This design comes from an exercise in tuning for small area and a short achievable clock period on the open sky130 flow, not from production work. Function was checked by simulation only, so behaviour that the tests miss may differ from the original. Power is estimated from default activity; no workload was simulated.

==> design/flow/run.sh <==
#!/bin/bash
# synth_recipe.tcl (not shown) runs the flow's synth.tcl, then flattens the netlist and writes it again
# the make line also repeats each setting of config.mk as NAME=value (left out here)
make -C /OpenROAD-flow-scripts/flow DESIGN_CONFIG=/design/flow/config.mk WORK_HOME=/design/flow/orfs CLKGATE_MAP_FILE= SYNTH_SCRIPT=/design/flow/synth_recipe.tcl finish
==> design/flow/config.mk <==
export PLATFORM = sky130hd
export DESIGN_NAME = mesh_router
export DESIGN_NICKNAME = mesh_router
export VERILOG_FILES = /design/flow/design.v
export SDC_FILE = /design/flow/constraint.sdc
export NUM_CORES = 4
export LEC_CHECK = 0
export CAP_MARGIN = 20
export CORE_MARGIN = 2
export CORE_UTILIZATION = 40
export SLEW_MARGIN = 20
==> design/flow/constraint.sdc <==
create_clock -name core_clock -period 8.0 [get_ports {clk}]
set_input_delay 1.6000 -clock core_clock [delete_from_list [all_inputs] [get_ports {clk}]]
set_output_delay 1.6000 -clock core_clock [all_outputs]
set_load 0.01 [all_outputs]
==> design/flow/design.v <==
`timescale 1ns/1ps
module input_buffer #(
	parameter int flit_w = 28
) (
	input  logic              clk,
	input  logic              reset,
	input  logic [1:0]        cur_row,
	input  logic [1:0]        cur_col,
	input  logic [flit_w-1:0] flit_in,
	input  logic              write,
	input  logic              pop,
	output logic [flit_w-1:0] head,
	output logic [4:0]        req,
	output logic              full
);
	logic [flit_w-1:0] mem [4];
	logic [3:0]        wr_oh;
	logic [3:0]        rd_oh;
	logic [3:0]        wr_nx;
	logic [3:0]        rd_nx;
	logic              head_valid;
	logic              do_write;
	logic [3:0]        second;
	logic [4:0]        in_req;
	logic [4:0]        sec_req;
	logic              more;
	assign do_write = write && !full;
	assign wr_nx    = {wr_oh[2:0], wr_oh[3]};
	assign rd_nx    = {rd_oh[2:0], rd_oh[3]};
	always_comb begin
		head = '0;
		for (int s = 0; s < 4; s++)
			head = head | (mem[s] & {flit_w{rd_oh[s]}});
		second = '0;
		for (int s = 0; s < 4; s++)
			second = second | (mem[s][27:24] & {4{rd_nx[s]}});
	end
	function automatic logic [4:0] xy_route(input logic [3:0] dest, input logic [1:0] row,
		input logic [1:0] col);
		logic       c_lt;
		logic       c_eq;
		logic       r_lt;
		logic       r_eq;
		begin
			c_lt = (!dest[1] && col[1]) || (!(dest[1] ^ col[1]) && !dest[0] && col[0]);
			c_eq = !(dest[1] ^ col[1]) && !(dest[0] ^ col[0]);
			r_lt = (!dest[3] && row[1]) || (!(dest[3] ^ row[1]) && !dest[2] && row[0]);
			r_eq = !(dest[3] ^ row[1]) && !(dest[2] ^ row[0]);
			xy_route = {c_eq && r_lt, !c_lt && !c_eq, c_eq && !r_lt && !r_eq, c_lt, c_eq && r_eq};
		end
	endfunction
	assign in_req  = xy_route(flit_in[27:24], cur_row, cur_col);
	assign sec_req = xy_route(second, cur_row, cur_col);
	assign more    = rd_nx != wr_oh;	 
	always_ff @(posedge clk) begin
		if (reset)
			req <= '0;
		else if (pop)
			req <= more ? sec_req : (do_write ? in_req : 5'b0);
		else if (!head_valid)
			req <= do_write ? in_req : 5'b0;
	end
	always_ff @(posedge clk) begin
		if (reset) begin
			wr_oh      <= 4'b0001;
			rd_oh      <= 4'b0001;
			head_valid <= 1'b0;
			full       <= 1'b0;
		end else begin
			if (do_write)
				wr_oh <= wr_nx;
			if (pop)
				rd_oh <= rd_nx;
			full       <= !pop && (do_write ? (wr_nx == rd_oh) : full);
			head_valid <= do_write || (pop ? more : head_valid);
		end
	end
	always_ff @(posedge clk) begin
		for (int s = 0; s < 4; s++)
			if (do_write && wr_oh[s])
				mem[s] <= flit_in;
	end
endmodule
`timescale 1ns/1ps
module route_alloc (
	input  logic        clk,
	input  logic        reset,
	input  logic [24:0] req,	 
	input  logic [4:0]  full_in,
	output logic [24:0] win,	 
	output logic [4:0]  pop,
	output logic [4:0]  grant
);
	logic [4:0] ptr [5];
	logic [4:0] r   [5];
	logic [4:0] w   [5];
	always_comb begin
		pop = '0;
		for (int o = 0; o < 5; o++) begin
			for (int i = 0; i < 5; i++)
				r[o][i] = req[5*i+o];
			for (int i = 0; i < 5; i++) begin
				logic any;
				any = 1'b0;
				for (int k = 0; k < 5; k++) begin
					logic clear;
					clear = 1'b1;
					for (int d = 0; d < 5; d++)
						if (d < ((i - k + 5) % 5))
							clear = clear & !r[o][(k + d) % 5];
					any = any | (ptr[o][k] & clear);
				end
				w[o][i] = r[o][i] & any;
			end
			win[5*o +: 5] = w[o];
			grant[o]      = (|r[o]) & !full_in[o];
			for (int i = 0; i < 5; i++)
				pop[i] = pop[i] | (w[o][i] & !full_in[o]);
		end
	end
	always_ff @(posedge clk) begin
		for (int o = 0; o < 5; o++) begin
			if (reset)
				ptr[o] <= 5'b00001;
			else if (grant[o])
				ptr[o] <= {w[o][3:0], w[o][4]};
		end
	end
endmodule
`timescale 1ns/1ps
module switch_traversal #(
	parameter int flit_w = 28
) (
	input  logic              clk,
	input  logic              reset,
	input  logic [5*flit_w-1:0] heads,
	input  logic [24:0]       win,	 
	input  logic [4:0]        grant,
	output logic [5*flit_w-1:0] flit_out,
	output logic [4:0]        valid_out
);
	always_ff @(posedge clk) begin
		if (reset)
			valid_out <= '0;
		else
			valid_out <= grant;
	end
	always_ff @(posedge clk) begin
		for (int o = 0; o < 5; o++) begin
			logic [flit_w-1:0] f;
			f = '0;
			for (int i = 0; i < 5; i++)
				f = f | (heads[i*flit_w +: flit_w] & {flit_w{win[5*o+i]}});
			flit_out[o*flit_w +: flit_w] <= f;
		end
	end
endmodule
`timescale 1ns/1ps
module mesh_router #(
	parameter int buffer_depth = 4,
	parameter int route_alg    = 0	 
) (
	input  logic         clk,
	input  logic         reset,
	input  logic [3:0]   router_id,
	input  logic [139:0] flit_in,
	input  logic [4:0]   valid_in,
	output logic [4:0]   full_out,
	output logic [139:0] flit_out,
	output logic [4:0]   valid_out,
	input  logic [4:0]   full_in
);
	localparam int flit_w = 28;
	logic [5*flit_w-1:0] heads;
	logic [24:0]         req;
	logic [24:0]         win;
	logic [4:0]          pop;
	logic [4:0]          grant;
	logic [3:0]          rid;
	always_ff @(posedge clk)
		rid <= router_id;
	for (genvar p = 0; p < 5; p++) begin : g_in_port
		input_buffer #(
			.flit_w(flit_w)
		) input_buffer_i (
			.clk    (clk),
			.reset  (reset),
			.cur_row(rid[3:2]),
			.cur_col(rid[1:0]),
			.flit_in(flit_in[p*flit_w +: flit_w]),
			.write  (valid_in[p]),
			.pop    (pop[p]),
			.head   (heads[p*flit_w +: flit_w]),
			.req    (req[5*p +: 5]),
			.full   (full_out[p])
		);
	end
	route_alloc route_alloc_i (
		.clk    (clk),
		.reset  (reset),
		.req    (req),
		.full_in(full_in),
		.win    (win),
		.pop    (pop),
		.grant  (grant)
	);
	switch_traversal #(
		.flit_w(flit_w)
	) switch_traversal_i (
		.clk      (clk),
		.reset    (reset),
		.heads    (heads),
		.win      (win),
		.grant    (grant),
		.flit_out (flit_out),
		.valid_out(valid_out)
	);
endmodule
==> results.yml, run 1 <==
worst_setup_path:
  cp.required_ns: 8.51
  arrival_ns: 4.11
  cp-endpoint: "g_in_port[0].input_buffer_i.req[0]"
  path_class: "primary input to register"
  crit_path_end_kind: "register"
  regToRegEndpoint: "g_in_port[0].input_buffer_i.req[0]"
  reg2reg_depth: 7
  cp-startpoint: "full_in[0]"
  ff2ff_setup_slack_ns: 4.66
  worstSetupStartpointType: "primary input"
  crit_fanout: 16
  r2r-start: "g_in_port[1].input_buffer_i.req[3]"
die:
  start_util_pct: 40.42
  die_w_um: 292.3
  die_h_um: 292.3
  io_pins: 306
  num_rows: 105
  die_area_mm2: 0.08543
  fp.coreArea_mm2: 0.08224
pwr:
  ir_worst_vdd_v: 0.0001842
  p_per_area_mw_per_mm2: 355.9
  power.leakage_nw: 13.99
  p_total_w: 0.01448
yosys:
  syn_area_per_cell_um2: 12.66
  syn_inst: 2626
  synth_cell_types: 61
  synthFlopType: "edfxtp_1"
  ys_ff_latch: 809
  synth_fp_nets: 2802
  netlist_area_mm2: 0.03324
  synth_edf_count: 560
  yosysSeqAreaShare_pct: 65.58
  async_flop_share_pct: 0
  yosys_warnings: 8
timing:
  grt_setup_unrepaired: "false"
  setup-violations-final: 0
  finalSetupTns_ns: 0
  fin_worst_skew_ns: 0.01995
  hold_viol: 0
  fin_crit_sh_pct: 44.99
  finalMaxSlewViolations: 0
  fmax_mhz: 277.9
  timing.hold.ws_ns: 0.4869
  max_slew_margin_pct: 21.43
  fin_ws_ns: 4.401
  period_needed_ns: 3.599
  tightest_slew_ns: 1.178
status:
  outcome: "no timing/DRC/antenna violations"
clocking:
  clockBufferDepth: 3
  clk_transition_reported_paths_ns: 0.06
  cts-root-buf: "clkbuf_16"
  clkSinkCount: 809
  cts_tree: "built"
  clk_latency_ns: 0.63
  htree_levels: 3
  hold_buffers: 0
  postCtsSetupRepairBufs: 0
  cts_made_buffers: 87
  cts_resized: 0
route:
  drc: 0
  drtIter0Drc: 3074
  drtAntennaViolNets: 0
  wl_per_cell_um: 27.44
  drtPass1Iterations: 6
  vias_per_cell: 6.186
  wirelength_um: 111800
  num_vias: 25197
global_route:
  grt_start_max_net_pins: 72
  grt_pass1_vias: 23714
  antenna_found_initial: 12
  grt_pass1_wl_um: 159700
  grtUsageTotal_pct: 25.29
  grt.overflow.total: 0
cells_and_area:
  multiInputGateArea_mm2: 0.01057
  area_delta_synth_final_pct: 22.40
  nets: 3105
  layout_commonest_cell: "edfxtp_1"
  final_cell_mix: "edfxtp_1 (560), clkdlybuf4s50_1 (304), dfxtp_1 (247), nand2_1 (188), a21oi_1 (172)"
  nFillCells: 7064
  drive_above_1_share_pct: 9.030
  regArea_mm2: 0.02180
hold_path:
  hold_class: "register to register"
  hp-start: "g_in_port[4].input_buffer_i.rd_oh[3]"
placement:
  detailed_place_hpwl_um: 77370
  dp_slack_ns: 3.833
  place.gp.congestion: 0.9163
  portBuffers: 305
run:
  drv_cap: 0
==> how the worst min path moves through the flow <==
stage / cells after the start / to / slack (ns)
after floorplan: 2 / route_alloc_i.ptr[3][3] / 0.46
after global placement: 2 / g_in_port[4].input_buffer_i.rd_oh[3] / 0.46
after detailed placement: 2 / g_in_port[4].input_buffer_i.rd_oh[3] / 0.47
after CTS: 2 / g_in_port[4].input_buffer_i.rd_oh[3] / 0.48
after global routing: 2 / g_in_port[4].input_buffer_i.rd_oh[3] / 0.50
final: 2 / g_in_port[4].input_buffer_i.rd_oh[3] / 0.49
==> cell families (layout without fill, tap and decap cells) <==
logic type / count (synthesis) / in the layout / share of synthesized area (%)
adders and majority gates: 20 / 20 / 0.7528
xor gates and xnor gates: 53 / 53 / 1.396
other: 0 / 2 / 0
DFF: 809 / 809 / 65.58
and+or+nand+nor: 451 / 451 / 6.335
buffers and inverters: 257 / 632 / 2.974
AOI/OAI and AO/OA: 1020 / 1020 / 22.46
muxes: 16 / 16 / 0.5044
==> report_power, final <==
part           leakage, nW  internal (W)  total (W)  switching, W
Clock                 1.43       0.00246    0.00409       0.00163
Combinational         5.37       0.00186    0.00505       0.00319
Sequential            7.19       0.00498    0.00534      0.000358
Total                 14.0       0.00930     0.0145       0.00518
==> sequential cells by signal (all words and copies together) (netlist names) <==
| register | cells |
|---|---|
| g_in_port.input_buffer_i.wr_oh | 20 |
| g_in_port.input_buffer_i.rd_oh | 20 |
| g_in_port.input_buffer_i.full | 5 |
| rid | 4 |
| g_in_port.input_buffer_i.head_valid | 5 |
| route_alloc_i.ptr | 25 |
| switch_traversal_i.valid_out | 5 |
| g_in_port.input_buffer_i.mem | 560 |
| switch_traversal_i.flit_out | 140 |
| g_in_port.input_buffer_i.req | 25 |
==> per-stage QoR <==
step	utilization [%]	std cells	instance area [µm²]
2_1_floorplan	-	2626	33240
3_3_place_gp	45.70	3889	37590
3_5_place_dp	45.72	3892	37600
4_1_cts	49.30	4053	40550
5_1_grt	49.47	4071	40680
6_report	49.47	4073	40690
==> worst max-delay path: stages <==
cell             delay [ns]
clkdlybuf4s50_1        0.60
inv_1                  0.15
o21ai_1                0.34
o22ai_1                0.17
a211o_1                0.55
or2_2                  0.42
o221a_2                0.27
==> area by class of cell <==
cell class              instances  area share [%]
multi-input cells            1560           25.98
flip-flops and latches        809           53.59
inverters                      69          0.6365
repair buffers                402           9.256
clock buffers                 111           5.929
diodes                          2         0.01230
well taps                    1070           3.290
clock inverters                50           1.310
==> cell usage after synthesis, drive strengths merged, types with 7 or more instances <==
| cell type | instances | area share (%) |
|---|---|---|
| a211o | 9 | 0.24 |
| a211oi | 23 | 0.52 |
| a21oi | 176 | 2.6 |
| a221o | 84 | 2.5 |
| a221oi | 105 | 2.8 |
| a22o | 105 | 2.8 |
| a22oi | 119 | 2.7 |
| a31o | 7 | 0.18 |
| a31oi | 18 | 0.34 |
| buf | 43 | 0.56 |
| clkbuf | 145 | 1.6 |
| dfxtp | 249 | 15 |
| edfxtp | 560 | 51 |
| ha | 20 | 0.75 |
| inv | 69 | 0.78 |
| mux2i | 10 | 0.30 |
| nand2 | 188 | 2.1 |
| nand2b | 57 | 1.1 |
| nand3 | 27 | 0.41 |
| nand4 | 9 | 0.17 |
| nor2 | 77 | 0.87 |
| nor2b | 48 | 0.90 |
| nor3 | 20 | 0.30 |
| o211ai | 31 | 0.70 |
| o21a | 10 | 0.23 |
| o21ai | 128 | 1.9 |
| o221ai | 31 | 0.82 |
| o22a | 57 | 1.5 |
| o22ai | 68 | 1.3 |
| o31ai | 8 | 0.18 |
| xnor2 | 24 | 0.63 |
| xor2 | 29 | 0.76 |
==> per-layer routing <==
layer | up-vias | global-route usage, % | wire (µm)
met4 | 20 | 8.493 | 3547
met1 | 12529 | 36.46 | 47370
met2 | 1402 | 37.35 | 48860
met5 | - | 0 | 203
met3 | 207 | 6.154 | 11790
li1 | 11039 | - | -
==> run 2, diff against run 1 <==
--- a/design/flow/config.mk
+++ b/design/flow/config.mk
@@ -7,5 +7,6 @@
 export LEC_CHECK = 0
 export CAP_MARGIN = 20
 export CORE_MARGIN = 2
-export CORE_UTILIZATION = 40
+export CORE_UTILIZATION = 60
+export CTS_BUF_LIST = sky130_fd_sc_hd__clkbuf_4 sky130_fd_sc_hd__clkbuf_8
 export SLEW_MARGIN = 20
==> run 2 against run 1 <==
Effect of this change: setup slack better by 0.081 ns; design area shrank 1.5%; still clean on timing, DRC and antenna; synthesized cell count unchanged; count of clock-buffer cells in the layout increased by 86; hold slack gained 0.029 ns; final cell count is 6.1% lower; first-iteration DRC count is 17% higher; global-route usage grew 12 points; fmax increased by 2.3%; non-clock buffer count decreased by 9; synthesized area unchanged; total power fell by 3.2%.
==> results.yml, run 2 <==
status:
  outcome: "no timing/DRC/antenna violations"
clocking:
  clkSinkCount: 809
  cts_resized: 0
  cts_tree: "built"
  cts-root-buf: "clkbuf_8"
  cts_made_buffers: 132
  clk_transition_reported_paths_ns: 0.06
  clk_latency_ns: 0.81
  postCtsSetupRepairBufs: 0
  clockBufferDepth: 3
  hold_buffers: 0
  htree_levels: 4
pwr:
  power.leakage_nw: 13.98
  ir_worst_vdd_v: 0.0001931
  p_per_area_mw_per_mm2: 349.7
worst_setup_path:
  cp.required_ns: 8.67
  r2r-start: "g_in_port[1].input_buffer_i.req[4]"
  crit_path_end_kind: "register"
  path_class: "primary input to register"
  ff2ff_setup_slack_ns: 4.55
  regToRegEndpoint: "g_in_port[0].input_buffer_i.req[2]"
  crit_fanout: 16
  arrival_ns: 4.19
  reg2reg_depth: 7
  worstSetupStartpointType: "primary input"
yosys:
  synth-simple-area-share_pct: 6.335
  async_flop_share_pct: 0
  synthTopCellsByArea: "edfxtp_1 (51%), dfxtp_1 (15%), a22o_1 (2.8%), a221oi_1 (2.7%), a22oi_1 (2.7%)"
  synth_top_cell_area_share_pct: 50.59
  synthXorXnorAreaFrac_pct: 1.396
  synth_cell_types: 61
  ys_top_cells_by_count: "edfxtp_1 (560), dfxtp_1 (249), nand2_1 (188), a21oi_1 (176), clkbuf_1 (145)"
  netlist_area_mm2: 0.03324
  ys_ff_latch: 809
  synth_compound_area_share_pct: 22.46
  synth_fa_ha_area_share_pct: 0.7528
  yosys_warnings: 8
  synth_edf_count: 560
  synth_top_family_by_area: "compound AO/OA/AOI/OAI gates"
  syn_inst: 2626
  synth_mux_area_share_pct: 0.5044
  syn_area_per_cell_um2: 12.66
  synthFlopType: "edfxtp_1"
  synth_top_cell_by_area: "edfxtp_1"
  yosysSeqAreaShare_pct: 65.58
  synth_most_common_cell: "edfxtp_1"
  synth_fp_nets: 2802
die:
  num_rows: 86
  die_w_um: 239.4
  start_util_pct: 60.46
  die_h_um: 239.4
  die_area_mm2: 0.05730
  fp.coreArea_mm2: 0.05499
  io_pins: 306
timing:
  fmax_mhz: 284.3
  setup-violations-final: 0
  finalSetupTns_ns: 0
  max_slew_margin_pct: 20.92
  fin_worst_skew_ns: 0.04472
  period_needed_ns: 3.518
  fin_crit_sh_pct: 43.97
  grt_setup_unrepaired: "false"
  tightest_slew_ns: 1.186
  finalMaxSlewViolations: 0
  hold_viol: 0
hold_path:
  hold_end: "g_in_port[3].input_buffer_i.wr_oh[3]"
  hp-start: "g_in_port[3].input_buffer_i.wr_oh[3]"
  hold_class: "register to register"
  whs_path_depth: 2
cells_and_area:
  nets: 3141
  final_cell_mix: "edfxtp_1 (560), clkdlybuf4s50_1 (304), dfxtp_1 (238), nand2_1 (188), a21oi_1 (172)"
  layout_commonest_cell: "edfxtp_1"
  fin_area_mm2: 0.04009
  largest_register_ffs: 560
  top_register: "g_in_port.input_buffer_i.mem"
  top_regs: "g_in_port.input_buffer_i.mem x560, switch_traversal_i.flit_out x140"
  finalCoreUtilization_pct: 72.91
  area_delta_synth_final_pct: 20.60
  drive_above_1_share_pct: 11.82
global_route:
  antenna_found_initial: 20
  grt_pass1_vias: 24534
  grt_start_max_net_pins: 91
  grt_pass1_wl_um: 154600
  grt.overflow.total: 0
  grtUsageTotal_pct: 36.90
placement:
  place.gp.congestion: 1.020
  detailed_place_hpwl_um: 70480
  portBuffers: 305
  postPlaceCellArea_mm2: 0.03719
run:
  drv_cap: 0
route:
  drtAntennaViolNets: 0
  drtIter0Drc: 3590
  num_vias: 26000
  drc: 0
  wl_per_cell_um: 27.96
  drtPass1Iterations: 8
  wirelength_um: 107000
  vias_per_cell: 6.796
## run 2: area by class of cell
type                            count  area, µm²
Antenna cell                        7      17.52
Clock buffer                      197       2417
Clock inverter                     43      371.6
Fill cell                        3697      14890
Inverter                           69      259.0
Multi-Input combinational cell   1560      10580
Sequential cell                   809      21810
Tap cell                          748      935.9
Timing Repair Buffer              393       3691
## run 2: logic make-up after synthesis
| family | count (synthesis) |
|---|---|
| adder cells (fa/ha/maj) | 20 |
| XOR/XNOR | 53 |
| buffers and inverters | 257 |
| flip-flops | 809 |
| AND/OR/NAND/NOR | 451 |
| AO/OA/AOI/OAI | 1020 |
| multiplexers | 16 |
## run 2: through the flow
stage / setup WS (ns) / instances / total power [W] / hold WS [ns]
2_1_floorplan: 4.737 / 2626 / 0.007987 / 0.4575
3_3_place_gp: 3.833 / 3561 / 0.01002 / 0.4906
3_5_place_dp: 3.744 / 3564 / 0.01012 / 0.4918
4_1_cts: 4.557 / 3804 / 0.01382 / 0.5110
5_1_grt: 4.388 / 3822 / 0.01447 / 0.5338
6_report: 4.482 / 3826 / 0.01402 / 0.5163
## run 2: where the power goes
group / switching (W) / internal (W)
logic: 0.00293 / 0.00185
clock network: 0.00166 / 0.00208
registers: 0.000530 / 0.00498
## run 2: routing by layer
metal / up-vias / track usage, % / share of wire [%]
met5: - / 0 / 0.17
met4: 26 / 17.41 / 4.3
met3: 372 / 11.84 / 13
met2: 1814 / 54.36 / 44
met1: 12662 / 49.92 / 39
li1: 11126 / - / -
## run 2: how the worst max path moves through the flow
stage / from / endpoint / cells past startpoint
6_report: full_in[0] / g_in_port[0].input_buffer_i.req[2] / 7
3_5_place_dp: full_in[0] / g_in_port[0].input_buffer_i.req[4] / 7
3_3_place_gp: full_in[3] / g_in_port[0].input_buffer_i.req[2] / 7
4_1_cts: g_in_port[4].input_buffer_i.full / full_out[4] / 1
5_1_grt: full_in[0] / g_in_port[0].input_buffer_i.req[2] / 7
2_1_floorplan: full_in[1] / g_in_port[0].input_buffer_i.req[0] / 8
## run 2: critical path, cell delays in order
cell and delay [ns]:
clkdlybuf4s50_1 0.63, inv_1 0.17, o21ai_1 0.34, o22ai_1 0.19, a211o_1 0.55, or2_2 0.42, o221a_2 0.27
==> run 3, diff against run 2 <==
--- a/design/flow/config.mk
+++ b/design/flow/config.mk
@@ -9,4 +9,5 @@
 export CORE_MARGIN = 2
 export CORE_UTILIZATION = 60
 export CTS_BUF_LIST = sky130_fd_sc_hd__clkbuf_4 sky130_fd_sc_hd__clkbuf_8
+export SETUP_SLACK_MARGIN = 5
 export SLEW_MARGIN = 20
==> run 3 against run 2 <==
Effect of this change: still clean; sequential share of layout area increased by 0.21 points; count of clock-buffer cells in the layout fell by 11; first-iteration DRC count rose by 4.5%; total power is 1.0% lower; die area unchanged; synthesized cell count is the same.
==> results.yml, run 3 <==
global_route:
  grt.overflow.total: 0
  antenna_found_initial: 15
  grt_pass1_vias: 24422
  grt_start_max_net_pins: 51
  grtUsageTotal_pct: 37.74
  grt_pass1_wl_um: 157200
route:
  wl_per_cell_um: 28.90
  vias_per_cell: 6.835
  drtAntennaViolNets: 0
  drtIter0Drc: 3753
  drtPass1Iterations: 6
  drc: 0
  wirelength_um: 110000
  num_vias: 26001
placement:
  detailed_place_hpwl_um: 72370
  portBuffers: 305
  postPlaceCellArea_mm2: 0.03718
  place.gp.congestion: 0.9239
worst_setup_path:
  slowest_stage: "dfxtp_1"
  path_class: "register to register"
  crit_path_end_kind: "register"
  crit_fanout: 30
  critical_path.max_stage_delay_ns: 0.58
  reg2reg_depth: 8
  arrival_ns: 3.71
  cp_cell_sequence: "nor2_1 -> o211a_1 -> o31ai_4 -> buf_4 -> o22ai_1 -> or3_1 -> mux2_2 -> a221oi_2"
  worstSetupStartpointType: "register"
  cp.required_ns: 8.64
yosys:
  ys_ff_latch: 809
  synth_fp_nets: 2802
  yosysSeqAreaShare_pct: 65.58
  synth_most_common_cell: "edfxtp_1"
  synth_edf_count: 560
  synth_top_cell_area_share_pct: 50.59
  synth_cell_types: 61
  synth_top_cell_by_area: "edfxtp_1"
  netlist_area_mm2: 0.03324
  syn_inst: 2626
  async_flop_share_pct: 0
  synthFlopType: "edfxtp_1"
  ys_top_cells_by_count: "edfxtp_1 (560), dfxtp_1 (249), nand2_1 (188), a21oi_1 (176), clkbuf_1 (145)"
  synthTopCellsByArea: "edfxtp_1 (51%), dfxtp_1 (15%), a22o_1 (2.8%), a221oi_1 (2.7%), a22oi_1 (2.7%)"
  syn_area_per_cell_um2: 12.66
  yosys_warnings: 8
cells_and_area:
  top_regs: "g_in_port.input_buffer_i.mem x560, switch_traversal_i.flit_out x140"
  area_delta_synth_final_pct: 20.21
  largest_register_ffs: 560
  fin_area_mm2: 0.03996
  nets: 3123
  layout_commonest_cell: "edfxtp_1"
  top_register: "g_in_port.input_buffer_i.mem"
  final_cell_mix: "edfxtp_1 (560), dfxtp_1 (229), nand2_1 (185), a21oi_1 (172), clkdlybuf4s50_1 (148)"
  drive_above_1_share_pct: 12.84
clocking:
  cts_made_buffers: 120
  clockBufferDepth: 3
  cts-root-buf: "clkbuf_8"
  clk_latency_ns: 0.75
  htree_levels: 3
  clk_transition_reported_paths_ns: 0.07
  cts_tree: "built"
  clkSinkCount: 809
timing:
  hold_viol: 0
  fin_crit_sh_pct: 38.32
  grt_setup_unrepaired: "true"
  period_needed_ns: 3.065
  finalSetupTns_ns: 0
  setup-violations-final: 0
  fin_worst_skew_ns: 0.03419
  finalMaxSlewViolations: 0
  tightest_slew_ns: 1.329
  max_slew_margin_pct: 11.40
  fmax_mhz: 326.2
pwr:
  p_per_area_mw_per_mm2: 347.3
  p_total_w: 0.01388
  power.leakage_nw: 14.39
  ir_worst_vdd_v: 0.0002185
status:
  outcome: "no timing/DRC/antenna violations"
die:
  die_area_mm2: 0.05730
  die_h_um: 239.4
  fp.coreArea_mm2: 0.05499
  num_rows: 86
  start_util_pct: 60.46
  die_w_um: 239.4
  io_pins: 306
hold_path:
  whs_path_depth: 2
  hold_class: "register to register"
run:
  drv_cap: 0
-- run 3: cell families after synthesis --
group	share of synthesized area [%]
DFF	65.58
muxes	0.5044
AOI/OAI and AO/OA	22.46
adders and majority gates	0.7528
buffers and inverters	2.974
xor gates and xnor gates	1.396
and+or+nand+nor	6.335
-- run 3: critical path: cells and delay by family, from the launching register on --
| kind | cells | cell delay, ns |
|---|---|---|
| buffers and inverters | 1 | 0.49 |
| DFF | 1 | 0.58 |
| muxes | 1 | 0.35 |
| AOI/OAI and AO/OA | 4 | 0.86 |
| and+or+nand+nor | 2 | 0.68 |
-- run 3: cell type report --
class	count	area, µm²
Timing Repair Buffer	386	3546
Inverter	69	270.3
Antenna cell	4	10.01
Clock inverter	41	355.3
Sequential cell	809	21830
Tap cell	748	935.9
Clock buffer	186	2260
Multi-Input combinational cell	1561	10760
Fill cell	3654	15030
-- run 3: path summary, 6_finish.rpt --
check / from / endpoint / slack, ns
max: g_in_port[0].input_buffer_i.req[0] / g_in_port[1].input_buffer_i.req[1] / 4.93
min: g_in_port[2].input_buffer_i.rd_oh[1] / g_in_port[2].input_buffer_i.rd_oh[1] / 0.49
max reg2reg: g_in_port[0].input_buffer_i.req[0] / g_in_port[1].input_buffer_i.req[1] / 4.93
min reg2reg: g_in_port[2].input_buffer_i.rd_oh[1] / g_in_port[2].input_buffer_i.rd_oh[1] / 0.49
-- run 3: repair_timing --
item                                    4_1_cts  5_1_grt
pin swaps                                     2        0
hold buffers                                  0        0
endpoints found under the setup margin      180      189
gates resized for setup                     231       29
buffers inserted                              3        0
endpoints found under the hold margin         0        0
cloned                                        1        0
-- run 3: through the flow --
step | std cells | worst slack [ns] | util [%] | hold WS (ns)
after floorplan | 2626 | 5.002 | - | 0.4575
after global placement | 3558 | 3.886 | 67.62 | 0.4778
after detailed placement | 3559 | 3.739 | 67.63 | 0.4859
after CTS | 3790 | 4.847 | 72.31 | 0.4941
after global routing | 3801 | 4.903 | 72.66 | 0.5140
final | 3804 | 4.935 | 72.67 | 0.4913
-- run 3: layer usage --
metal	GRT usage, %	wire, µm
met4	17.65	5419
met5	0	103
met3	12.07	14790
met2	55.28	47910
met1	51.43	41730
-- run 3: report_power, final --
part | leakage, nW | switching [W] | internal (W) | total (W)
Combinational | 5.80 | 0.00325 | 0.00174 | 0.00498
Sequential | 7.19 | 0.000348 | 0.00498 | 0.00533
Clock | 1.39 | 0.00157 | 0.00199 | 0.00356
Total | 14.4 | 0.00516 | 0.00871 | 0.0139
==> run 4, diff against run 3 <==
==> design/flow/flow/run.sh (new file) <==
#!/bin/bash
# The standard layout, with the port buffers made from buf_2 cells
# instead of the delay buffers buffer_ports picks by default
set -euo pipefail
bash standard.sh BUFFER_PORTS_ARGS="-buffer_cell sky130_fd_sc_hd__buf_2" finish > standard_flow.log 2>&1
==> design/flow/standard.sh (new file) <==
#!/bin/bash
# synth_recipe.tcl (not shown) runs the flow's synth.tcl, then flattens the netlist and writes it again
# the make line also repeats each setting of config.mk as NAME=value (left out here)
make -C /OpenROAD-flow-scripts/flow DESIGN_CONFIG=/design/flow/config.mk WORK_HOME=/design/flow/orfs CLKGATE_MAP_FILE= SYNTH_SCRIPT=/design/flow/synth_recipe.tcl "${@:-finish}"
removed: design/flow/run.sh
==> run 4 against run 3 <==
Effect of this change: largest cell class unchanged; utilization fell by 2.4 points; non-clock buffer count grew 7; global-route usage decreased by 0.99 points; register-to-register slack improved by 0.14 ns; critical endpoint is now full_out[4]; clock power up 3%; count of clock-buffer cells in the layout is 15 higher; sequential power is essentially flat; die area did not move.
==> results.yml, run 4 <==
pwr:
  p_per_area_mw_per_mm2: 359.0
  power.share.clock_pct: 26.3
  combPwrFrac_pct: 35.4
  intPower_w: 0.008665
  power.leakage_nw: 14.22
  swShare_pct: 37.50
  ir_worst_vdd_v: 0.0002247
  p_switching_w: 0.005199
  seq_power_share_pct: 38.3
clocking:
  clk_transition_reported_paths_ns: 0.06
  cts_made_buffers: 130
  htree_levels: 4
  clk_latency_ns: 0.80
  hold_buffers: 0
  cts-root-buf: "clkbuf_8"
  clockBufferDepth: 3
  clkSinkCount: 809
  cts_tree: "built"
placement:
  place.gp.congestion: 0.9475
  dp_slack_ns: 4.421
  portBuffers: 305
  detailed_place_hpwl_um: 71740
yosys:
  syn_inst: 2626
  synth_edf_count: 560
  synth_fa_ha_area_share_pct: 0.7528
  synthTopCellsByArea: "edfxtp_1 (51%), dfxtp_1 (15%), a22o_1 (2.8%), a221oi_1 (2.7%), a22oi_1 (2.7%)"
  netlist_area_mm2: 0.03324
  synth_compound_area_share_pct: 22.46
  synthXorXnorAreaFrac_pct: 1.396
  yosys_warnings: 8
  synthFlopType: "edfxtp_1"
  async_flop_share_pct: 0
  synth-simple-area-share_pct: 6.335
  synth_top_family_by_area: "compound AO/OA/AOI/OAI gates"
  ys_top_cells_by_count: "edfxtp_1 (560), dfxtp_1 (249), nand2_1 (188), a21oi_1 (176), clkbuf_1 (145)"
  yosysSeqAreaShare_pct: 65.58
  syn_area_per_cell_um2: 12.66
  synth_fp_nets: 2802
  synth_top_cell_area_share_pct: 50.59
  synth_cell_types: 61
  synth_most_common_cell: "edfxtp_1"
  ys_ff_latch: 809
  synth_top_cell_by_area: "edfxtp_1"
  synth_mux_area_share_pct: 0.5044
die:
  io_pins: 306
  num_rows: 86
  start_util_pct: 60.46
  die_area_mm2: 0.05730
  die_h_um: 239.4
  die_w_um: 239.4
  fp.coreArea_mm2: 0.05499
route:
  wirelength_um: 107700
  num_vias: 25832
  wl_per_cell_um: 28.18
  drtIter0Drc: 4064
  drc: 0
  drtPass1Iterations: 7
  vias_per_cell: 6.762
  drtAntennaViolNets: 0
worst_setup_path:
  critical_path.max_stage_delay_ns: 0.39
  path_class: "register to output port"
  cp.required_ns: 6.40
  cp_cell_sequence: "buf_2"
  worstSetupStartpointType: "register"
  crit_path_end_kind: "output port"
  crit_fanout: 4
  slowest_stage: "dfxtp_1"
  cp_top_family: "flip-flops"
  crit_buf_inv: 1
  arrival_ns: 1.38
cells_and_area:
  final_cell_mix: "edfxtp_1 (560), buf_2 (306), dfxtp_1 (246), nand2_1 (186), a21oi_1 (172)"
  top_register: "g_in_port.input_buffer_i.mem"
  area_delta_synth_final_pct: 16.17
  nets: 3140
  drive_above_1_share_pct: 21.89
  layout_commonest_cell: "edfxtp_1"
  top_regs: "g_in_port.input_buffer_i.mem x560, switch_traversal_i.flit_out x140"
  largest_register_ffs: 560
global_route:
  grt.overflow.total: 0
  antenna_found_initial: 18
  grt_pass1_wl_um: 153200
  grt_pass1_vias: 23955
  grt_start_max_net_pins: 87
  grtUsageTotal_pct: 36.76
timing:
  period_needed_ns: 2.985
  finalMaxSlewViolations: 0
  hold_viol: 0
  finalSetupTns_ns: 0
  tightest_slew_ns: 1.258
  fin_ws_ns: 5.015
  timing.hold.ws_ns: 0.4950
  fmax_mhz: 335.0
  fin_worst_skew_ns: 0.03537
  setup-violations-final: 0
  fin_crit_sh_pct: 37.31
  max_slew_margin_pct: 16.16
  grt_setup_unrepaired: "true"
run:
  drv_cap: 0
status:
  outcome: "no timing/DRC/antenna violations"
hold_path:
  hold_class: "register to register"
-- run 4: changes by cell type in the layout (fill, tap and decap cells not counted), moves of 5 or more --
cell,delta
dlygate4sd2_1,-113
clkdlybuf4s15_2,-12
clkdlybuf4s50_1,-148
dfxtp_2,-17
clkinv_2,-7
dfxtp_1,+17
clkbuf_8,+13
clkbuf_4,+5
buf_2,+302
clkdlybuf4s15_1,-25
buf_4,+5
-- run 4: power by group through the flow --
stage | registers, W | logic, W | clock network, W
5_1_grt | 0.00534 | 0.00509 | 0.00387
6_report | 0.00531 | 0.00490 | 0.00365
3_3_place_gp | 0.00537 | 0.00457 | 0
4_1_cts | 0.00530 | 0.00466 | 0.00369
2_1_floorplan | 0.00534 | 0.00267 | 0
3_5_place_dp | 0.00538 | 0.00463 | 0
-- run 4: layout make-up --
type | count | area, µm²
timing repair buffer | 393 | 2192
inverter | 69 | 259.0
clock buffer | 201 | 2460
clock inverter | 32 | 254.0
multi-input combinational | 1561 | 10690
tap | 748 | 935.9
fill | 3803 | 16370
sequential | 809 | 21800
antenna | 7 | 17.52
-- run 4: per-layer routing --
layer	share of wire (%)	global-route usage, %	vias up
li1	-	-	11105
met1	39	51.06	12672
met2	45	54.18	1725
met3	12	10.60	316
met4	4.1	15.93	14
met5	0.092	0	-
-- run 4: cells by family (layout without fill, tap and decap cells) --
| kind of cell | Yosys count | count (layout) |
|---|---|---|
| buffers and inverters | 257 | 695 |
| other | 0 | 7 |
| XOR/XNOR | 53 | 53 |
| AO/OA/AOI/OAI | 1020 | 1021 |
| flip-flops | 809 | 809 |
| multiplexers | 16 | 16 |
| adder cells (fa/ha/maj) | 20 | 20 |
| AND/OR/NAND/NOR | 451 | 451 |
-- run 4: final timing paths --
kind,start,to,slack (ns),depth (start not counted)
worst min register to register,route_alloc_i.ptr[3][3],route_alloc_i.ptr[3][3],0.49,2
worst max-delay path,g_in_port[4].input_buffer_i.full,full_out[4],5.02,1
worst max register to register,g_in_port[0].input_buffer_i.req[3],g_in_port[4].input_buffer_i.req[1],5.07,8
worst min-delay path,route_alloc_i.ptr[3][3],route_alloc_i.ptr[3][3],0.49,2
-- run 4: what timing repair did --
| item | 4_1_cts | 5_1_grt |
|---|---|---|
| gates cloned | 0 | 1 |
| pin swaps | 0 | 1 |
| gates resized for setup | 8 | 8 |
| setup buffers | 0 | 0 |
| setup endpoints to repair | 6 | 6 |
-- run 4: through the flow --
step | instances | area [µm²] | utilization (%) | power (W)
finish | 3820 | 38620 | 70.23 | 0.01386
global route | 3815 | 38600 | 70.21 | 0.01429
CTS | 3801 | 38490 | 70.00 | 0.01365
detailed placement | 3568 | 35730 | 64.99 | 0.01001
global placement | 3565 | 35710 | 64.95 | 0.009938
floorplan | 2626 | 33320 | - | 0.008007
==> run 5, diff against run 4 <==
==> design/flow/flow/run.sh (replaced) <==
#!/bin/bash
# The standard layout with two changes: the port buffers are buf_2 cells instead of
# the delay buffers buffer_ports picks by default, and the clock tree clusters
# more registers per leaf buffer and adds no dummy loads
set -euo pipefail
CTS="-sink_clustering_enable -repair_clock_nets -sink_clustering_size 24 -sink_clustering_max_diameter 80"
CTS="$CTS -buf_list {sky130_fd_sc_hd__clkbuf_8 sky130_fd_sc_hd__clkbuf_16} -dont_use_dummy_load"
bash standard.sh BUFFER_PORTS_ARGS="-buffer_cell sky130_fd_sc_hd__buf_2" CTS_ARGS="$CTS" finish \
	> standard_flow.log 2>&1
--- a/design/flow/config.mk
+++ b/design/flow/config.mk
@@ -8,6 +8,5 @@
 export CAP_MARGIN = 20
 export CORE_MARGIN = 2
 export CORE_UTILIZATION = 60
-export CTS_BUF_LIST = sky130_fd_sc_hd__clkbuf_4 sky130_fd_sc_hd__clkbuf_8
 export SETUP_SLACK_MARGIN = 5
 export SLEW_MARGIN = 20
==> run 5 against run 4 <==
Effect of this change: synthesized area unchanged; register-to-register slack about the same; combinational power about the same; setup slack improved by 0.056 ns; count of clock-buffer cells in the layout decreased by 159; fmax increased by 1.9%; clock skew increased by 0.023 ns; final cell count decreased by 5.0%; critical endpoint is now g_in_port[4].input_buffer_i.req[1]; largest power group unchanged; highest routed layer unchanged.
==> results.yml, run 5 <==
yosys:
  syn_area_per_cell_um2: 12.66
  synth_top_cell_area_share_pct: 50.59
  ys_top_cells_by_count: "edfxtp_1 (560), dfxtp_1 (249), nand2_1 (188), a21oi_1 (176), clkbuf_1 (145)"
  synth_cell_types: 61
  ys_ff_latch: 809
  async_flop_share_pct: 0
  netlist_area_mm2: 0.03324
  synth_most_common_cell: "edfxtp_1"
  synth_edf_count: 560
  yosysSeqAreaShare_pct: 65.58
  synth_fp_nets: 2802
  synthTopCellsByArea: "edfxtp_1 (51%), dfxtp_1 (15%), a22o_1 (2.8%), a221oi_1 (2.7%), a22oi_1 (2.7%)"
  synth_top_cell_by_area: "edfxtp_1"
  syn_inst: 2626
  synthFlopType: "edfxtp_1"
  yosys_warnings: 8
status:
  outcome: "no timing/DRC/antenna violations"
placement:
  dp_cells: 3568
  portBuffers: 305
  detailed_place_hpwl_um: 71740
  place.gp.congestion: 0.9475
cells_and_area:
  top_register: "g_in_port.input_buffer_i.mem"
  final_cell_mix: "edfxtp_1 (560), buf_2 (307), dfxtp_1 (247), nand2_1 (186), a21oi_1 (172)"
  nets: 3052
  drive_above_1_share_pct: 17.22
  layout_commonest_cell: "edfxtp_1"
  area_delta_synth_final_pct: 11.17
  top_regs: "g_in_port.input_buffer_i.mem x560, switch_traversal_i.flit_out x140"
  largest_register_ffs: 560
  stdcell_count: 3628
global_route:
  grt_pass1_wl_um: 150100
  antenna_found_initial: 14
  grt_pass1_vias: 23029
  grt.overflow.total: 0
  grt_start_max_net_pins: 87
  grtUsageTotal_pct: 35.80
clocking:
  clkSinkCount: 809
  hold_buffers: 0
  clk_transition_reported_paths_ns: 0.10
  clk_latency_ns: 0.62
  htree_levels: 2
  cts-root-buf: "clkbuf_16"
  clockBufferDepth: 3
  cts_made_buffers: 42
  cts_tree: "built"
timing:
  finalSetupTns_ns: 0
  fin_crit_sh_pct: 36.61
  max_slew_margin_pct: 17.82
  tightest_slew_ns: 1.233
  setup-violations-final: 0
  period_needed_ns: 2.929
  fmax_mhz: 341.4
  finalMaxSlewViolations: 0
  grt_setup_unrepaired: "true"
  hold_viol: 0
  fin_worst_skew_ns: 0.05833
route:
  num_vias: 25125
  wirelength_um: 106100
  drc: 0
  drtPass1Iterations: 9
  vias_per_cell: 6.925
  drtIter0Drc: 3825
  drtAntennaViolNets: 0
  wl_per_cell_um: 29.24
worst_setup_path:
  arrival_ns: 3.34
  crit_fanout: 31
  crit_path_end_kind: "register"
  path_class: "register to register"
  reg2reg_depth: 8
  cp.required_ns: 8.41
  worstSetupStartpointType: "register"
die:
  fp.coreArea_mm2: 0.05499
  die_w_um: 239.4
  io_pins: 306
  die_area_mm2: 0.05730
  die_h_um: 239.4
  start_util_pct: 60.46
  num_rows: 86
pwr:
  ir_worst_vdd_v: 0.0002792
  p_per_area_mw_per_mm2: 334.7
  power.leakage_nw: 13.31
run:
  drv_cap: 0
hold_path:
  whs_path_depth: 2
  hold_class: "register to register"
run 5: cell count changes in the layout (fill, tap and decap cells not counted), sizes merged:
cell	previous run	this run
bufinv	3	0
diode	7	6
clkinv	21	0
clkinvlp	3	0
inv	74	69
buf	383	384
clkbuf	211	51
run 5: kinds of logic after synthesis:
family                     after synthesis  synth area share, %
and+or+nand+nor                        451                6.335
AOI/OAI and AO/OA                     1020                22.46
adders and majority gates               20               0.7528
muxes                                   16               0.5044
DFF                                    809                65.58
buffers and inverters                  257                2.974
xor gates and xnor gates                53                1.396
run 5: final cells by class:
class	count	area, µm²
Sequential cell	809	21800
Fill cell	3987	18030
Multi-Input combinational cell	1561	10700
Timing Repair Buffer	393	2193
Clock buffer	42	1051
Tap cell	748	935.9
Inverter	69	259.0
Antenna cell	6	15.01
run 5: critical path, cell delays in order (launching register included):
cell and delay (ns):
dfxtp_1 0.64, nor2b_1 0.09, o21ai_0 0.16, a21boi_0 0.15, o31ai_4 0.19, buf_4 0.43
o221ai_1 0.52, o21ai_0 0.31, o21ai_0 0.24
run 5: repair_timing:
action	CTS	global route
cloned	0	1
buffers inserted	0	0
setup endpoints to repair	5	7
resized for setup	6	9
pin swaps	0	1
run 5: worst paths after layout:
| check | to | from | slack, ns |
|---|---|---|---|
| setup / recovery | g_in_port[4].input_buffer_i.req[1] | g_in_port[0].input_buffer_i.req[3] | 5.07 |
| hold / removal | g_in_port[2].input_buffer_i.rd_oh[2] | g_in_port[2].input_buffer_i.rd_oh[1] | 0.46 |
| setup reg to reg | g_in_port[4].input_buffer_i.req[1] | g_in_port[0].input_buffer_i.req[3] | 5.07 |
| hold reg to reg | g_in_port[2].input_buffer_i.rd_oh[2] | g_in_port[2].input_buffer_i.rd_oh[1] | 0.46 |
run 5: per-layer routing:
metal	track usage [%]	vias to the layer above	share of wire (%)
li1	-	10841	-
met1	50.45	12321	39
met2	53.41	1629	44
met3	9.381	320	12
met4	13.98	14	5.0
met5	0	-	0.085
run 5: power breakdown:
group	total, W	switching [W]	internal [W]
Sequential	0.00530	0.000331	0.00497
Combinational	0.00491	0.00328	0.00163
Clock	0.00216	0.00122	0.000938
Total	0.0124	0.00483	0.00754
run 5: through the flow:
step	hold slack [ns]	total power (W)	instance area [µm²]	worst slack, ns	utilization [%]
6_report	0.4560	0.01237	36950	5.071	67.21
5_1_grt	0.4784	0.01275	36940	4.988	67.18
4_1_cts	0.4548	0.01214	36820	5.037	66.97
3_5_place_dp	0.4840	0.01001	35730	4.421	64.99
3_3_place_gp	0.4627	0.009938	35710	4.436	64.95
2_1_floorplan	0.4575	0.008007	33320	5.002	-
==> run 6, diff against run 5 <==
==> design/flow/flow/run.sh (replaced) <==
#!/bin/bash
# The standard layout with these changes:
# - the port buffers are buf_2 cells instead of the delay buffers buffer_ports picks by default
# - the clock tree clusters more registers per leaf buffer and adds no dummy loads
# - timing repair aims at a setup slack of 5.6 ns instead of 0
set -euo pipefail
CTS="-sink_clustering_enable -repair_clock_nets -sink_clustering_size 24 -sink_clustering_max_diameter 80"
CTS="$CTS -buf_list {sky130_fd_sc_hd__clkbuf_8 sky130_fd_sc_hd__clkbuf_16} -dont_use_dummy_load"
bash standard.sh BUFFER_PORTS_ARGS="-buffer_cell sky130_fd_sc_hd__buf_2" CTS_ARGS="$CTS" \
	SETUP_SLACK_MARGIN=5.6 finish > standard_flow.log 2>&1
--- a/design/flow/config.mk
+++ b/design/flow/config.mk
@@ -8,5 +8,5 @@
 export CAP_MARGIN = 20
 export CORE_MARGIN = 2
 export CORE_UTILIZATION = 60
-export SETUP_SLACK_MARGIN = 5
 export SLEW_MARGIN = 20
+export TNS_END_PERCENT = 0
==> run 6 against run 5 <==
Effect of this change: still clean on timing, DRC and antenna; clock power grew 2%; fmax up 7.1%; utilization rose by 0.80 points; setup slack better by 0.19 ns; sequential power is 0.8% higher; count of clock-buffer cells in the layout grew 1; critical path depth shrank 1; critical endpoint is now g_in_port[0].input_buffer_i.req[4]; largest cell class unchanged; largest power group unchanged.
==> results.yml, run 6 <==
cells_and_area:
  top_regs: "g_in_port.input_buffer_i.mem x560, switch_traversal_i.flit_out x140"
  regArea_mm2: 0.02185
  largest_register_ffs: 560
  nFillCells: 3884
  nets: 3057
  layout_commonest_cell: "edfxtp_1"
  multiInputGateArea_mm2: 0.01096
  fin_area_mm2: 0.03739
  drive_above_1_share_pct: 19.90
  final_cell_mix: "edfxtp_1 (560), buf_2 (297), dfxtp_1 (215), nand2_1 (185), a21oi_1 (169)"
  area_delta_synth_final_pct: 12.48
  top_register: "g_in_port.input_buffer_i.mem"
clocking:
  clk_transition_reported_paths_ns: 0.09
  hold_buffers: 0
  clk_latency_ns: 0.62
  cts-root-buf: "clkbuf_16"
  clkSinkCount: 809
  cts_tree: "built"
  clockBufferDepth: 3
  cts_made_buffers: 43
  htree_levels: 2
die:
  die_w_um: 239.4
  die_h_um: 239.4
  start_util_pct: 60.46
  io_pins: 306
  fp.coreArea_mm2: 0.05499
  die_area_mm2: 0.05730
  num_rows: 86
yosys:
  synth_edf_count: 560
  netlist_area_mm2: 0.03324
  synth_top_cell_area_share_pct: 50.59
  ys_top_cells_by_count: "edfxtp_1 (560), dfxtp_1 (249), nand2_1 (188), a21oi_1 (176), clkbuf_1 (145)"
  yosys_warnings: 8
  yosysSeqAreaShare_pct: 65.58
  syn_area_per_cell_um2: 12.66
  synthFlopType: "edfxtp_1"
  synth_top_cell_by_area: "edfxtp_1"
  synthTopCellsByArea: "edfxtp_1 (51%), dfxtp_1 (15%), a22o_1 (2.8%), a221oi_1 (2.7%), a22oi_1 (2.7%)"
  synth_cell_types: 61
  async_flop_share_pct: 0
  syn_inst: 2626
  synth_fp_nets: 2802
  ys_ff_latch: 809
  synth_most_common_cell: "edfxtp_1"
global_route:
  antenna_found_initial: 15
  grt.overflow.total: 0
  grt_pass1_wl_um: 150900
  grtUsageTotal_pct: 36.15
  grt_start_max_net_pins: 85
  grt_pass1_vias: 23095
timing:
  finalMaxSlewViolations: 0
  tightest_slew_ns: 1.203
  timing.hold.ws_ns: 0.5002
  fmax_mhz: 365.7
  finalSetupTns_ns: 0
  hold_viol: 0
  grt_setup_unrepaired: "true"
  period_needed_ns: 2.735
  fin_crit_sh_pct: 34.18
  max_slew_margin_pct: 19.82
  fin_worst_skew_ns: 0.06057
  setup-violations-final: 0
route:
  vias_per_cell: 6.965
  num_vias: 25305
  drtAntennaViolNets: 0
  wirelength_um: 110600
  drtIter0Drc: 4021
  drc: 0
  wl_per_cell_um: 30.44
  drtPass1Iterations: 8
worst_setup_path:
  path_class: "register to register"
  worstSetupStartpointType: "register"
  crit_path_end_kind: "register"
  cp.required_ns: 8.47
  arrival_ns: 3.20
  reg2reg_depth: 7
  crit_fanout: 15
pwr:
  p_per_area_mw_per_mm2: 338.1
  power.leakage_nw: 13.31
  ir_worst_vdd_v: 0.0002206
  p_total_w: 0.01264
run:
  drv_cap: 0
hold_path:
  hold_class: "register to register"
  whs_path_depth: 2
placement:
  place.gp.congestion: 0.9277
  detailed_place_hpwl_um: 72330
  portBuffers: 305
  postPlaceCellArea_mm2: 0.03574
status:
  outcome: "no timing/DRC/antenna violations"
[run 6: cell counts after synthesis]
Identical to the previous run, type by type.
[run 6: final cells by class]
class / count / share of cell area, %
inverter: 69 / 0.7830
clock buffer: 43 / 2.878
multi-input combinational: 1566 / 29.32
tap: 748 / 2.503
sequential: 809 / 58.44
timing repair buffer: 386 / 5.916
timing repair inverter: 6 / 0.1205
antenna: 6 / 0.04015
[run 6: cells by family (layout without fill, tap and decap cells)]
| logic type | count (synthesis) | in the layout | synth area share, % |
|---|---|---|---|
| XOR/XNOR | 53 | 53 | 1.396 |
| other | 0 | 6 | 0 |
| adder cells (fa/ha/maj) | 20 | 20 | 0.7528 |
| AO/OA/AOI/OAI | 1020 | 1025 | 22.46 |
| multiplexers | 16 | 16 | 0.5044 |
| flip-flops | 809 | 809 | 65.58 |
| buffers and inverters | 257 | 504 | 2.974 |
| AND/OR/NAND/NOR | 451 | 452 | 6.335 |
[run 6: metrics by stage]
stage	instances	setup slack, ns	util (%)
2_1_floorplan	2626	5.058	-
3_5_place_dp	3557	4.393	64.99
5_1_grt	3628	5.229	67.98
3_3_place_gp	3556	4.470	64.98
4_1_cts	3603	5.285	67.37
6_report	3633	5.265	68.00
[run 6: final timing paths]
kind                                                            from                                    to  slack [ns]
worst min register to register  g_in_port[3].input_buffer_i.rd_oh[1]  g_in_port[3].input_buffer_i.rd_oh[1]        0.50
worst max register to register    g_in_port[3].input_buffer_i.req[1]    g_in_port[0].input_buffer_i.req[4]        5.27
worst max-delay path              g_in_port[3].input_buffer_i.req[1]    g_in_port[0].input_buffer_i.req[4]        5.27
worst min-delay path            g_in_port[3].input_buffer_i.rd_oh[1]  g_in_port[3].input_buffer_i.rd_oh[1]        0.50
[run 6: repair_timing]
item                       in CTS  in global routing
setup endpoints to repair     783                892
hold endpoints to repair        0                  0
pin swaps                       1                  7
cloned                          1                 11
buffers inserted                2                  3
gates resized for setup        61                 59
[run 6: per-layer routing]
metal  GRT usage (%)  vias up  share of wire (%)
met5               0        -              0.088
met4           16.55       16                6.1
met3           9.542      329                 12
met2           54.18     1724                 44
met1           49.68    12345                 37
li1                -    10891                  -
[run 6: power breakdown]
part	total (W)	switching, W	internal (W)
logic	0.00510	0.00342	0.00169
clock network	0.00220	0.00124	0.000960
registers	0.00534	0.000356	0.00498
total	0.0126	0.00501	0.00763
[run 6: worst max-delay path: stages (launching register included)]
cell and delay, ns:
dfxtp_1 0.52, nor2b_2 0.13, nor2_2 0.34, a31o_4 0.44, o22ai_1 0.23, a211o_4 0.42
mux2_4 0.32, o221a_4 0.21
==> run 7, diff against run 6 <==
--- a/design/flow/design.v
+++ b/design/flow/design.v
@@ -176,17 +176,14 @@
 	logic [24:0]         win;
 	logic [4:0]          pop;
 	logic [4:0]          grant;
-	logic [3:0]          rid;
-	always_ff @(posedge clk)
-		rid <= router_id;
 	for (genvar p = 0; p < 5; p++) begin : g_in_port
 		input_buffer #(
 			.flit_w(flit_w)
 		) input_buffer_i (
 			.clk    (clk),
 			.reset  (reset),
-			.cur_row(rid[3:2]),
-			.cur_col(rid[1:0]),
+			.cur_row(router_id[3:2]),
+			.cur_col(router_id[1:0]),
 			.flit_in(flit_in[p*flit_w +: flit_w]),
 			.write  (valid_in[p]),
 			.pop    (pop[p]),
==> run 7 against run 6 <==
Effect of this change: fmax down 1.5%; first-iteration DRC count down 18%; via count down 0.29%; utilization down 0.12 points; sequential share of layout area up 0.074 points; register-to-register slack worse by 0.02 ns; largest power group unchanged; synthesized cell count down 0.15%; critical path depth down 6; total power down 0.86%; die area down 0.24%.
==> results.yml, run 7 <==
global_route:
  grt_pass1_vias: 23066
  grt_start_max_net_pins: 79
  antenna_found_initial: 15
  grt_pass1_wl_um: 151000
  grt.overflow.total: 0
  grtUsageTotal_pct: 36.02
route:
  num_vias: 25232
  vias_per_cell: 7.064
  drc: 0
  wl_per_cell_um: 30.65
  wirelength_um: 109500
  drtAntennaViolNets: 0
  drtPass1Iterations: 10
  drtIter0Drc: 3282
worst_setup_path:
  cp_cell_sequence: "buf_2"
  slowest_stage: "dfxtp_1"
  path_class: "register to output port"
  crit_path_end_kind: "output port"
  crit_buf_inv: 1
  worstSetupStartpointType: "register"
  cp.required_ns: 6.40
  ff2ff_setup_slack_ns: 5.25
  cp_top_family: "flip-flops"
  arrival_ns: 1.18
  crit_fanout: 1
  critical_path.max_stage_delay_ns: 0.44
pwr:
  ir_worst_vdd_v: 0.0002328
  p_per_area_mw_per_mm2: 336.5
  power.leakage_nw: 13.20
clocking:
  cts-root-buf: "clkbuf_16"
  cts_tree: "built"
  clk_latency_ns: 0.62
  clockBufferDepth: 3
  htree_levels: 2
  clk_transition_reported_paths_ns: 0.07
  cts_made_buffers: 44
  clkSinkCount: 805
die:
  die_h_um: 239.1
  fp.coreArea_mm2: 0.05488
  die_w_um: 239.1
  start_util_pct: 60.43
  num_rows: 86
  io_pins: 306
  die_area_mm2: 0.05717
timing:
  fin_crit_sh_pct: 34.71
  finalSetupTns_ns: 0
  hold_viol: 0
  finalMaxSlewViolations: 0
  tightest_slew_ns: 1.338
  timing.hold.ws_ns: 0.4796
  fin_ws_ns: 5.223
  fmax_mhz: 360.1
  max_slew_margin_pct: 10.83
  grt_setup_unrepaired: "true"
  setup-violations-final: 0
  fin_worst_skew_ns: 0.06414
  period_needed_ns: 2.777
status:
  outcome: "no timing/DRC/antenna violations"
yosys:
  syn_inst: 2622
  async_flop_share_pct: 0
  synth_top_cell_area_share_pct: 50.71
  ys_top_cells_by_count: "edfxtp_1 (560), dfxtp_1 (245), nand2_1 (188), a21oi_1 (176), clkbuf_1 (150)"
  netlist_area_mm2: 0.03316
  synth_most_common_cell: "edfxtp_1"
  synthTopCellsByArea: "edfxtp_1 (51%), dfxtp_1 (15%), a22o_1 (2.8%), a221oi_1 (2.7%), a22oi_1 (2.7%)"
  yosys_warnings: 7
  synth_top_cell_by_area: "edfxtp_1"
  synthFlopType: "edfxtp_1"
  synth_fp_nets: 2798
  ys_ff_latch: 805
  synth_cell_types: 61
  yosysSeqAreaShare_pct: 65.50
  syn_area_per_cell_um2: 12.65
  synth_edf_count: 560
cells_and_area:
  layout_commonest_cell: "edfxtp_1"
  nFillCells: 3877
  top_register: "g_in_port.input_buffer_i.mem"
  fin_area_mm2: 0.03725
  final_cell_mix: "edfxtp_1 (560), buf_2 (296), dfxtp_1 (209), nand2_1 (185), a21oi_1 (171)"
  largest_register_ffs: 560
  area_delta_synth_final_pct: 12.33
  drive_above_1_share_pct: 19.29
  nets: 3039
  finalCoreUtilization_pct: 67.88
  top_regs: "g_in_port.input_buffer_i.mem x560, switch_traversal_i.flit_out x140"
run:
  drv_cap: 0
placement:
  postPlaceCellArea_mm2: 0.03547
  place.gp.congestion: 0.9790
  detailed_place_hpwl_um: 70660
  portBuffers: 305
  dp_slack_ns: 4.455
hold_path:
  hold_class: "register to register"
[run 7: cell types whose count changed in the layout (fill, tap and decap cells not counted), sizes merged]
| cell | before | now |
|---|---|---|
| diode | 6 | 7 |
| a31o | 12 | 11 |
| buf | 377 | 367 |
| dfxtp | 249 | 245 |
| o21ai | 128 | 129 |
| nor2 | 78 | 77 |
| clkinvlp | 15 | 16 |
| clkbuf | 52 | 48 |
[run 7: final cells by class]
class | count | area, µm² | area share (%)
Sequential cell | 805 | 21800 | 58.52
Multi-Input combinational cell | 1565 | 10960 | 29.41
Timing Repair Buffer | 371 | 2151 | 5.774
Clock buffer | 44 | 1101 | 2.956
Tap cell | 704 | 880.8 | 2.365
Inverter | 69 | 292.8 | 0.7860
Timing Repair inverter | 7 | 52.55 | 0.1411
Antenna cell | 7 | 17.52 | 0.04702
[run 7: layer usage]
| layer | global-route usage (%) | vias to the layer above | wire length, µm |
|---|---|---|---|
| met2 | 57.06 | 1714 | 49970 |
| met3 | 6.547 | 320 | 11960 |
| met5 | 0 | - | 85 |
| li1 | - | 10823 | - |
| met4 | 18.66 | 12 | 6505 |
| met1 | 47.90 | 12363 | 40970 |
[run 7: through the flow]
| stage | instances | total power (W) |
|---|---|---|
| after floorplan | 2622 | 0.008056 |
| after global placement | 3494 | 0.009868 |
| after detailed placement | 3495 | 0.009918 |
| after CTS | 3544 | 0.01220 |
| after global routing | 3566 | 0.01289 |
| final | 3572 | 0.01253 |
[run 7: cell families (layout without fill, tap and decap cells)]
| logic type | count (synthesis) | in the layout | synth area share [%] |
|---|---|---|---|
| AO/OA/AOI/OAI | 1020 | 1025 | 22.51 |
| AND/OR/NAND/NOR | 451 | 451 | 6.350 |
| XOR/XNOR | 53 | 53 | 1.400 |
| multiplexers | 16 | 16 | 0.5056 |
| adder cells (fa/ha/maj) | 20 | 20 | 0.7546 |
| other | 0 | 7 | 0 |
| buffers and inverters | 257 | 491 | 2.981 |
| flip-flops | 805 | 805 | 65.50 |
[run 7: final timing paths]
path                                         from  cells past startpoint                                    to
min reg2reg  g_in_port[4].input_buffer_i.rd_oh[3]                      2  g_in_port[4].input_buffer_i.rd_oh[3]
max              switch_traversal_i.flit_out[106]                      1                         flit_out[106]
max reg2reg    g_in_port[4].input_buffer_i.req[4]                      7    g_in_port[0].input_buffer_i.req[0]
min          g_in_port[4].input_buffer_i.rd_oh[3]                      2  g_in_port[4].input_buffer_i.rd_oh[3]
[run 7: worst register-to-register path: cells and delay by family (launching register included)]
family,cells,cell delay (ns)
AO/OA/AOI/OAI,5,1.74
buffers and inverters,1,0.10
flip-flops,1,0.47
multiplexers,1,0.35
[run 7: repair_timing]
item	4_1_cts	5_1_grt
setup endpoints to repair	771	900
gates resized for setup	60	71
hold buffers	0	0
setup buffers	3	6
gates cloned	2	10
pin swaps	3	6
[run 7: power breakdown]
part / internal (W) / switching (W) / total [W]
clock: 0.000980 / 0.00124 / 0.00222
sequential: 0.00497 / 0.000403 / 0.00537
combinational: 0.00166 / 0.00327 / 0.00494
==> run 8, diff against run 7 <==
--- a/design/flow/design.v
+++ b/design/flow/design.v
@@ -18,13 +18,14 @@
 	logic [3:0]        rd_oh;
 	logic [3:0]        wr_nx;
 	logic [3:0]        rd_nx;
-	logic              head_valid;
+	logic              head_valid;	 
 	logic              do_write;
 	logic [3:0]        second;
 	logic [4:0]        in_req;
 	logic [4:0]        sec_req;
 	logic              more;
 	assign do_write = write && !full;
+	assign head_valid = |req;
 	assign wr_nx    = {wr_oh[2:0], wr_oh[3]};
 	assign rd_nx    = {rd_oh[2:0], rd_oh[3]};
 	always_comb begin
@@ -64,7 +65,6 @@
 		if (reset) begin
 			wr_oh      <= 4'b0001;
 			rd_oh      <= 4'b0001;
-			head_valid <= 1'b0;
 			full       <= 1'b0;
 		end else begin
 			if (do_write)
@@ -72,7 +72,6 @@
 			if (pop)
 				rd_oh <= rd_nx;
 			full       <= !pop && (do_write ? (wr_nx == rd_oh) : full);
-			head_valid <= do_write || (pop ? more : head_valid);
 		end
 	end
 	always_ff @(posedge clk) begin
==> design/flow/flow/run.sh (replaced) <==
#!/bin/bash
# The standard layout with these changes:
# - the port buffers are buf_1 cells (timing repair sizes up the ones that need it)
#   instead of the delay buffers buffer_ports picks by default
# - the clock tree clusters more registers per leaf buffer and adds no dummy loads
# - timing repair aims at a setup slack of 5.5 ns instead of 0
set -euo pipefail
CTS="-sink_clustering_enable -repair_clock_nets -sink_clustering_size 28 -sink_clustering_max_diameter 90"
CTS="$CTS -buf_list {sky130_fd_sc_hd__clkbuf_8 sky130_fd_sc_hd__clkbuf_16} -dont_use_dummy_load"
bash standard.sh BUFFER_PORTS_ARGS="-buffer_cell sky130_fd_sc_hd__buf_1" CTS_ARGS="$CTS" \
	SETUP_SLACK_MARGIN=5.5 finish > standard_flow.log 2>&1
==> run 8 against run 7 <==
Effect of this change: fmax grew 0.48%; register-to-register slack is essentially flat; setup slack gained 0.013 ns; count of clock-buffer cells in the layout shrank 7; highest routed layer unchanged.
==> results.yml, run 8 <==
cells_and_area:
  drive_above_1_share_pct: 10.86
  top_regs: "g_in_port.input_buffer_i.mem x560, switch_traversal_i.flit_out x140"
  layout_commonest_cell: "edfxtp_1"
  final_cell_mix: "edfxtp_1 (560), buf_1 (252), dfxtp_1 (207), nand2_1 (190), a22oi_1 (171)"
  area_delta_synth_final_pct: 10.90
  nets: 2904
  largest_register_ffs: 560
clocking:
  clk_transition_reported_paths_ns: 0.11
  cts_tree: "built"
  cts_made_buffers: 37
  htree_levels: 2
  hold_buffers: 0
  clockBufferDepth: 3
  clk_latency_ns: 0.61
worst_setup_path:
  crit_fanout: 8
  ff2ff_setup_slack_ns: 5.25
  cp.required_ns: 8.48
  path_class: "primary input to register"
  arrival_ns: 3.24
  regToRegEndpoint: "g_in_port[0].input_buffer_i.req[2]"
  worstSetupStartpointType: "primary input"
  r2r-start: "g_in_port[2].input_buffer_i.req[2]"
  reg2reg_depth: 8
die:
  start_util_pct: 60.58
  die_h_um: 236.9
  fp.coreArea_mm2: 0.05371
  io_pins: 306
  die_w_um: 236.9
  num_rows: 85
  die_area_mm2: 0.05611
global_route:
  grt_pass1_wl_um: 151900
  antenna_found_initial: 12
  grt_pass1_vias: 23036
  grt.overflow.total: 0
  grt_start_max_net_pins: 95
route:
  vias_per_cell: 7.112
  wl_per_cell_um: 30.56
  wl_met3_um: 12340
  wl_met2_um: 48160
  wirelength_um: 104800
  drtPass1Iterations: 17
  num_vias: 24387
  m1WireLength_um: 39140
  highest-signal-layer: "met5"
  drtIter0Drc: 4598
timing:
  grt_setup_unrepaired: "true"
  finalMaxSlewViolations: 0
  period_needed_ns: 2.764
  fin_crit_sh_pct: 34.55
  hold_viol: 0
yosys:
  synth_edf_count: 560
  syn_area_per_cell_um2: 13.23
  synth_fp_nets: 2635
  async_flop_share_pct: 0
  synth_cell_types: 77
  ys_top_cells_by_count: "edfxtp_1 (560), dfxtp_1 (240), nand2_1 (191), a22oi_1 (171), inv_1 (147)"
  netlist_area_mm2: 0.03254
  synth_top_cell_by_area: "edfxtp_1"
  syn_inst: 2459
  ys_ff_latch: 800
  synthTopCellsByArea: "edfxtp_1 (52%), dfxtp_1 (15%), a222oi_1 (4.3%), a22oi_1 (3.9%), o221ai_1 (3.1%)"
  synth_top_cell_area_share_pct: 51.68
status:
  outcome: "no timing/DRC/antenna violations"
hold_path:
  hold_end: "route_alloc_i.ptr[3][4]"
  hp-start: "route_alloc_i.ptr[3][4]"
placement:
  detailed_place_hpwl_um: 68530
  dp_slack_ns: 4.224
  portBuffers: 305
run:
  drv_cap: 0
pwr:
  ir_worst_vdd_v: 0.0002537
  power.leakage_nw: 12.54
-- run 8: cell types whose count changed in the layout (fill, tap and decap cells not counted), moves of 56 or more --
cell,before,now
a21oi_1,171,51
o22a_1,56,0
o21ai_0,119,29
o221ai_1,29,112
a222oi_1,0,140
o22ai_1,66,2
buf_2,296,45
buf_1,0,252
a221o_1,84,2
inv_1,56,143
-- run 8: cell type report --
type,count,area (µm²)
flip-flops and latches,800,21670
fillers,3957,17630
multi-input cells,1338,9971
repair buffers,402,2058
clock buffers,37,925.9
well taps,696,870.8
inverters,149,566.8
diodes,7,17.52
-- run 8: metal layers --
metal	up-vias	GRT usage, %
met1	11964	49.34
met4	6	16.21
met3	317	7.601
met2	1666	57.54
li1	10434	-
met5	-	0
-- run 8: how the worst max path moves through the flow --
stage               cells past startpoint                            endpoint                               start  slack (ns)
floorplan                               7  g_in_port[1].input_buffer_i.req[4]                          full_in[3]        4.81
global placement                        9  g_in_port[3].input_buffer_i.req[0]                               reset        4.32
detailed placement                      8  g_in_port[0].input_buffer_i.req[1]                          full_in[4]        4.22
CTS                                     8  g_in_port[2].input_buffer_i.req[4]                          full_in[0]        5.27
global route                            7  g_in_port[4].input_buffer_i.req[0]  g_in_port[2].input_buffer_i.req[2]        5.19
finish                                  8  g_in_port[0].input_buffer_i.req[1]                          full_in[4]        5.24
-- run 8: report_power, final --
group | switching, W | total [W] | internal, W
clock | 0.00121 | 0.00204 | 0.000834
sequential | 0.000420 | 0.00541 | 0.00499
combinational | 0.00314 | 0.00466 | 0.00152
total | 0.00477 | 0.0121 | 0.00734
-- run 8: per-stage QoR --
stage | power (W) | hold WS (ns) | instance area (µm²) | utilization [%] | cells
floorplan | 0.007939 | 0.4528 | 32550 | - | 2459
global placement | 0.009641 | 0.4764 | 34550 | 64.33 | 3358
detailed placement | 0.009709 | 0.4812 | 34550 | 64.34 | 3359
CTS | 0.01187 | 0.4925 | 35910 | 66.86 | 3412
global route | 0.01251 | 0.5261 | 36080 | 67.17 | 3427
finish | 0.01211 | 0.4994 | 36080 | 67.18 | 3429
-- run 8: cell families (layout without fill, tap and decap cells) --
kind of cell,after synthesis,count (layout),synth area share (%)
adders and majority gates,20,20,0.7691
AOI/OAI and AO/OA,831,833,20.89
and+or+nand+nor,410,410,5.922
muxes,21,21,0.6614
xor gates and xnor gates,54,54,1.454
other,0,7,0
DFF,800,800,66.45
buffers and inverters,323,588,3.849
-- run 8: worst max-delay path: stages --
cell       delay (ns)
buf_12           0.10
inv_6            0.04
o21ai_4          0.05
inv_2            0.05
a22o_1           0.23
a2111o_2         0.55
a21o_1           0.26
a2111oi_2        0.36
-- run 8: repair_timing --
item                                    in CTS  in global routing
endpoints found under the setup margin     238                724
resized for setup                          132                 15
buffers inserted                            15                  6
pin swaps                                   20                 11
gates cloned                                 1                  2

Check on run 8: ideal ports give 5.236 ns setup slack; a clkbuf_16 on the clock port and buf_2 on the inputs give 5.188 ns; moving port delays by the midpoint clock arrival (0.631 ns) as well gives 4.598 ns.
